What follows belongs to an exercise in optimizing a design on an open flow for small area; a production flow would make more cautious choices.
RTL that was checked went through simulation tests only; none was proved equivalent to the original.
No activity file was given, so power comes from the tool's default toggle rates.

==> flow/design.v <==
package tfe_pkg;
  localparam int unsigned TUPLE_W     = 104;
  localparam int unsigned FEAT_W      = 256;
  localparam int unsigned HASH_W      = 16;
  localparam int unsigned TFE_LAT_DEF = 4;
  localparam int unsigned GAP_W       = 4;
  typedef enum logic {
    IDLE = 1'b0,
    GAP  = 1'b1
  } state_t;
  typedef struct packed {
    logic [TUPLE_W-1:0] tuple;
    logic [FEAT_W-1:0]  feature;
  } pkt_t;
endpackage
module tfe_rr_arbiter #(
  parameter int unsigned N     = 4,
  parameter int unsigned IDX_W = 2
) (
  input  logic [N-1:0]     req,
  input  logic [IDX_W-1:0] ptr,
  input  logic             en,
  output logic [N-1:0]     sel,
  output logic [N-1:0]     grant,
  output logic [IDX_W-1:0] grant_idx
);
  logic [N-1:0] sel_k [N];
  always_comb begin
    for (int unsigned k = 0; k < N; k++) begin
      for (int unsigned i = 0; i < N; i++) begin
        sel_k[k][i] = req[i];
        for (int unsigned d = 1; d < N; d++) begin
          if (((k + d) % N) != i && d < ((i + N - k - 1) % N) + 1)
            sel_k[k][i] = sel_k[k][i] & ~req[(k + d) % N];
        end
      end
    end
    sel = sel_k[ptr];
    grant_idx = '0;
    for (int unsigned i = 0; i < N; i++) if (sel[i]) grant_idx = grant_idx | IDX_W'(i);
  end
  assign grant = en ? sel : '0;
endmodule
module tfe_pkt_mux #(
  parameter int unsigned N = 4,
  parameter int unsigned W = 360
) (
  input  logic [N*W-1:0] in,
  input  logic [N-1:0]   sel_n,
  output logic [W-1:0]   out
);
  always_comb begin
    out = '1;
    for (int unsigned p = 0; p < N; p++) out = out & (in[p*W +: W] | {W{sel_n[p]}});
  end
endmodule
module tfe_ingress_sched #(
  parameter int unsigned NUM_PORTS = 4,
  parameter int unsigned PORT_W    = 2,
  parameter int unsigned TFE_LAT   = tfe_pkg::TFE_LAT_DEF,
  parameter int unsigned ISSUE_GAP = 0,
  parameter int unsigned CNT_W     = 4
) (
  input  logic                           clk,
  input  logic                           rst_n,
  input  logic                           en,
  input  logic                           stall,
  input  logic [NUM_PORTS-1:0]           req_valid,
  input  logic [NUM_PORTS*tfe_pkg::TUPLE_W-1:0]   req_tuple,
  input  logic [NUM_PORTS*tfe_pkg::FEAT_W-1:0]    req_feature,
  output logic [NUM_PORTS-1:0]           req_ready,
  output logic [tfe_pkg::TUPLE_W-1:0]             tfe_ip_tuple,
  output logic [tfe_pkg::FEAT_W-1:0]              tfe_raw_feature,
  output logic                           tfe_ip_valid,
  output logic [PORT_W-1:0]              tag_port,
  output logic                           tag_valid,
  output logic [CNT_W-1:0]               in_flight
);
  localparam int unsigned PW = tfe_pkg::TUPLE_W + tfe_pkg::FEAT_W;
  logic [PORT_W-1:0]    rr_ptr;
  logic [PORT_W-1:0]    grant_idx;
  logic [NUM_PORTS-1:0] grant;
  logic [NUM_PORTS-1:0] sel;
  logic [NUM_PORTS-1:0] sel_n;
  logic                 transfer_c;
  logic [PW-1:0]        pkt [NUM_PORTS];
  logic [PW-1:0]        pkt_sel;
  logic                 tag_v_q [TFE_LAT];
  logic [PORT_W-1:0]    tag_p_q [TFE_LAT];
  tfe_rr_arbiter #(
    .N     (NUM_PORTS),
    .IDX_W (PORT_W)
  ) u_arb (
    .req       (req_valid),
    .ptr       (rr_ptr),
    .en        (en & ~stall),
    .sel       (sel),
    .grant     (grant),
    .grant_idx (grant_idx)
  );
  assign req_ready  = grant;
  assign transfer_c = |grant;
  assign sel_n      = ~sel;
  always_comb begin
    for (int unsigned p = 0; p < NUM_PORTS; p++)
      pkt[p] = {req_tuple[p*tfe_pkg::TUPLE_W +: tfe_pkg::TUPLE_W],
                req_feature[p*tfe_pkg::FEAT_W +: tfe_pkg::FEAT_W]};
  end
  tfe_pkt_mux #(
    .N (NUM_PORTS),
    .W (PW)
  ) u_mux (
    .in    ({pkt[3], pkt[2], pkt[1], pkt[0]}),
    .sel_n (sel_n),
    .out   (pkt_sel)
  );
  always_ff @(posedge clk or negedge rst_n) begin
    if (!rst_n) begin
      rr_ptr       <= PORT_W'(NUM_PORTS - 1);
      tfe_ip_valid <= 1'b0;
    end else begin
      tfe_ip_valid <= transfer_c;
      if (transfer_c) rr_ptr <= grant_idx;
    end
  end
  always_ff @(posedge clk) begin
    {tfe_ip_tuple, tfe_raw_feature} <= pkt_sel;
  end
  always_ff @(posedge clk or negedge rst_n) begin
    if (!rst_n) begin
      for (int unsigned i = 0; i < TFE_LAT; i++) tag_v_q[i] <= 1'b0;
    end else begin
      tag_v_q[0] <= tfe_ip_valid;
      for (int unsigned i = 1; i < TFE_LAT; i++) tag_v_q[i] <= tag_v_q[i-1];
    end
  end
  always_ff @(posedge clk) begin
    tag_p_q[0] <= rr_ptr;
    for (int unsigned i = 1; i < TFE_LAT; i++) tag_p_q[i] <= tag_p_q[i-1];
  end
  assign tag_valid = tag_v_q[TFE_LAT-1];
  assign tag_port  = tag_p_q[TFE_LAT-1];
  always_comb begin
    in_flight = '0;
    for (int unsigned i = 0; i < TFE_LAT; i++) in_flight = in_flight + CNT_W'(tag_v_q[i]);
  end
endmodule
export LEC_CHECK = 0
export CAP_MARGIN = 20
export CORE_AREA = 5 5 415 415
export DIE_AREA = 0 0 420 420
export SLEW_MARGIN = 20
export SYNTH_HIERARCHICAL = 1
create_clock -name core_clock -period 5.0 [get_ports {clk}]
standard.sh (not shown) runs the stock make flow with config.mk's settings and CLKGATE_MAP_FILE= SYNTH_SCRIPT=/design/flow/synth_recipe.tcl, a recipe that flattens the netlist after the stock synthesis.
==> flow/flow/run.sh <==
#!/bin/bash
# Standard ORFS layout, with:
# - port buffers made from the smallest buffer cell (buf_1) instead of the cell
#   buffer_ports picks by default;
# - vertical IO pins on met2 and met4 so that the die can be small;
# - a clock tree of clkbuf_8 with larger sink clusters and no dummy loads.
set -euo pipefail
export BUFFER_PORTS_ARGS="-inputs -outputs -buffer_cell sky130_fd_sc_hd__buf_1"
export IO_PLACER_V="met2 met4"
export CTS_ARGS="-sink_clustering_enable -repair_clock_nets -dont_use_dummy_load -sink_clustering_size 12 -sink_clustering_max_diameter 100 -buf_list {sky130_fd_sc_hd__clkbuf_8}"
bash standard.sh > standard_make.log 2>&1
The starting point finished clean.
Edit:
--- a/flow/design.v
+++ b/flow/design.v
@@ -22,22 +22,18 @@
   input  logic             en,
   output logic [N-1:0]     sel,
   output logic [N-1:0]     grant,
   output logic [IDX_W-1:0] grant_idx
 );
-  logic [N-1:0] sel_k [N];
+  logic [N-1:0] mask;    
+  logic [N-1:0] hi;
+  logic [N-1:0] pool;
   always_comb begin
-    for (int unsigned k = 0; k < N; k++) begin
-      for (int unsigned i = 0; i < N; i++) begin
-        sel_k[k][i] = req[i];
-        for (int unsigned d = 1; d < N; d++) begin
-          if (((k + d) % N) != i && d < ((i + N - k - 1) % N) + 1)
-            sel_k[k][i] = sel_k[k][i] & ~req[(k + d) % N];
-        end
-      end
-    end
-    sel = sel_k[ptr];
+    for (int unsigned i = 0; i < N; i++) mask[i] = (IDX_W'(i) > ptr);
+    hi   = req & mask;
+    pool = (|hi) ? hi : req;
+    sel = pool & ~(pool - N'(1));
     grant_idx = '0;
     for (int unsigned i = 0; i < N; i++) if (sel[i]) grant_idx = grant_idx | IDX_W'(i);
   end
   assign grant = en ? sel : '0;
 endmodule
The new run ran to the end with no violations.
Clock skew is higher by 0.045 ns.
Worst setup slack degrades by 0.091 ns.
Hold slack loses 0.092 ns.
Wire length climbs by 9.1%.
Total power grows by 4.5%.
Sequential power goes up by about 3%.
Critical path depth is higher by 2.
Synthesized area barely changes.
Count of clock-buffer cells in the layout climbs by 1.
For the first run of this note, only the layout was checked, not whether the RTL still works.

-- afterwards: timing with drivers on the ports --
How much do the figures lean on ideal ports? The routed layouts below were timed once more, with nothing changed but the port constraints. Step 1 sets driving cells, clkbuf_16 on the clock port and buf_2 on the other inputs (assumed; they add their load-dependent delay and slew). Step 2, shift: input delay + t, output delay - t, t = (earliest + latest rising clock arrival at the registers) / 2. This alone moves slack from input paths to output paths. Three values: no drivers, after step 1, after step 2; two values: the first two.
| run | shift t [ns] | slack for setup (ns) | hold slack, ns | worst setup path after step 2 | clock arrival spread, ns |
|---|---|---|---|---|---|
| the first run | 0.785 | 1.535 / 1.455 / 1.316 | 0.200 / 0.165 / 0.337 | input to register | 0.105 / 0.105 |
| the second run | 0.788 | 1.444 / 1.384 / 1.180 | 0.108 / 0.110 / 0.336 | input to register | 0.107 / 0.107 |
After both steps every run listed still meets setup and hold. For the second run, which loses most, drivers alone change the setup slack by -0.060 ns; drivers and shift together by -0.264 ns.
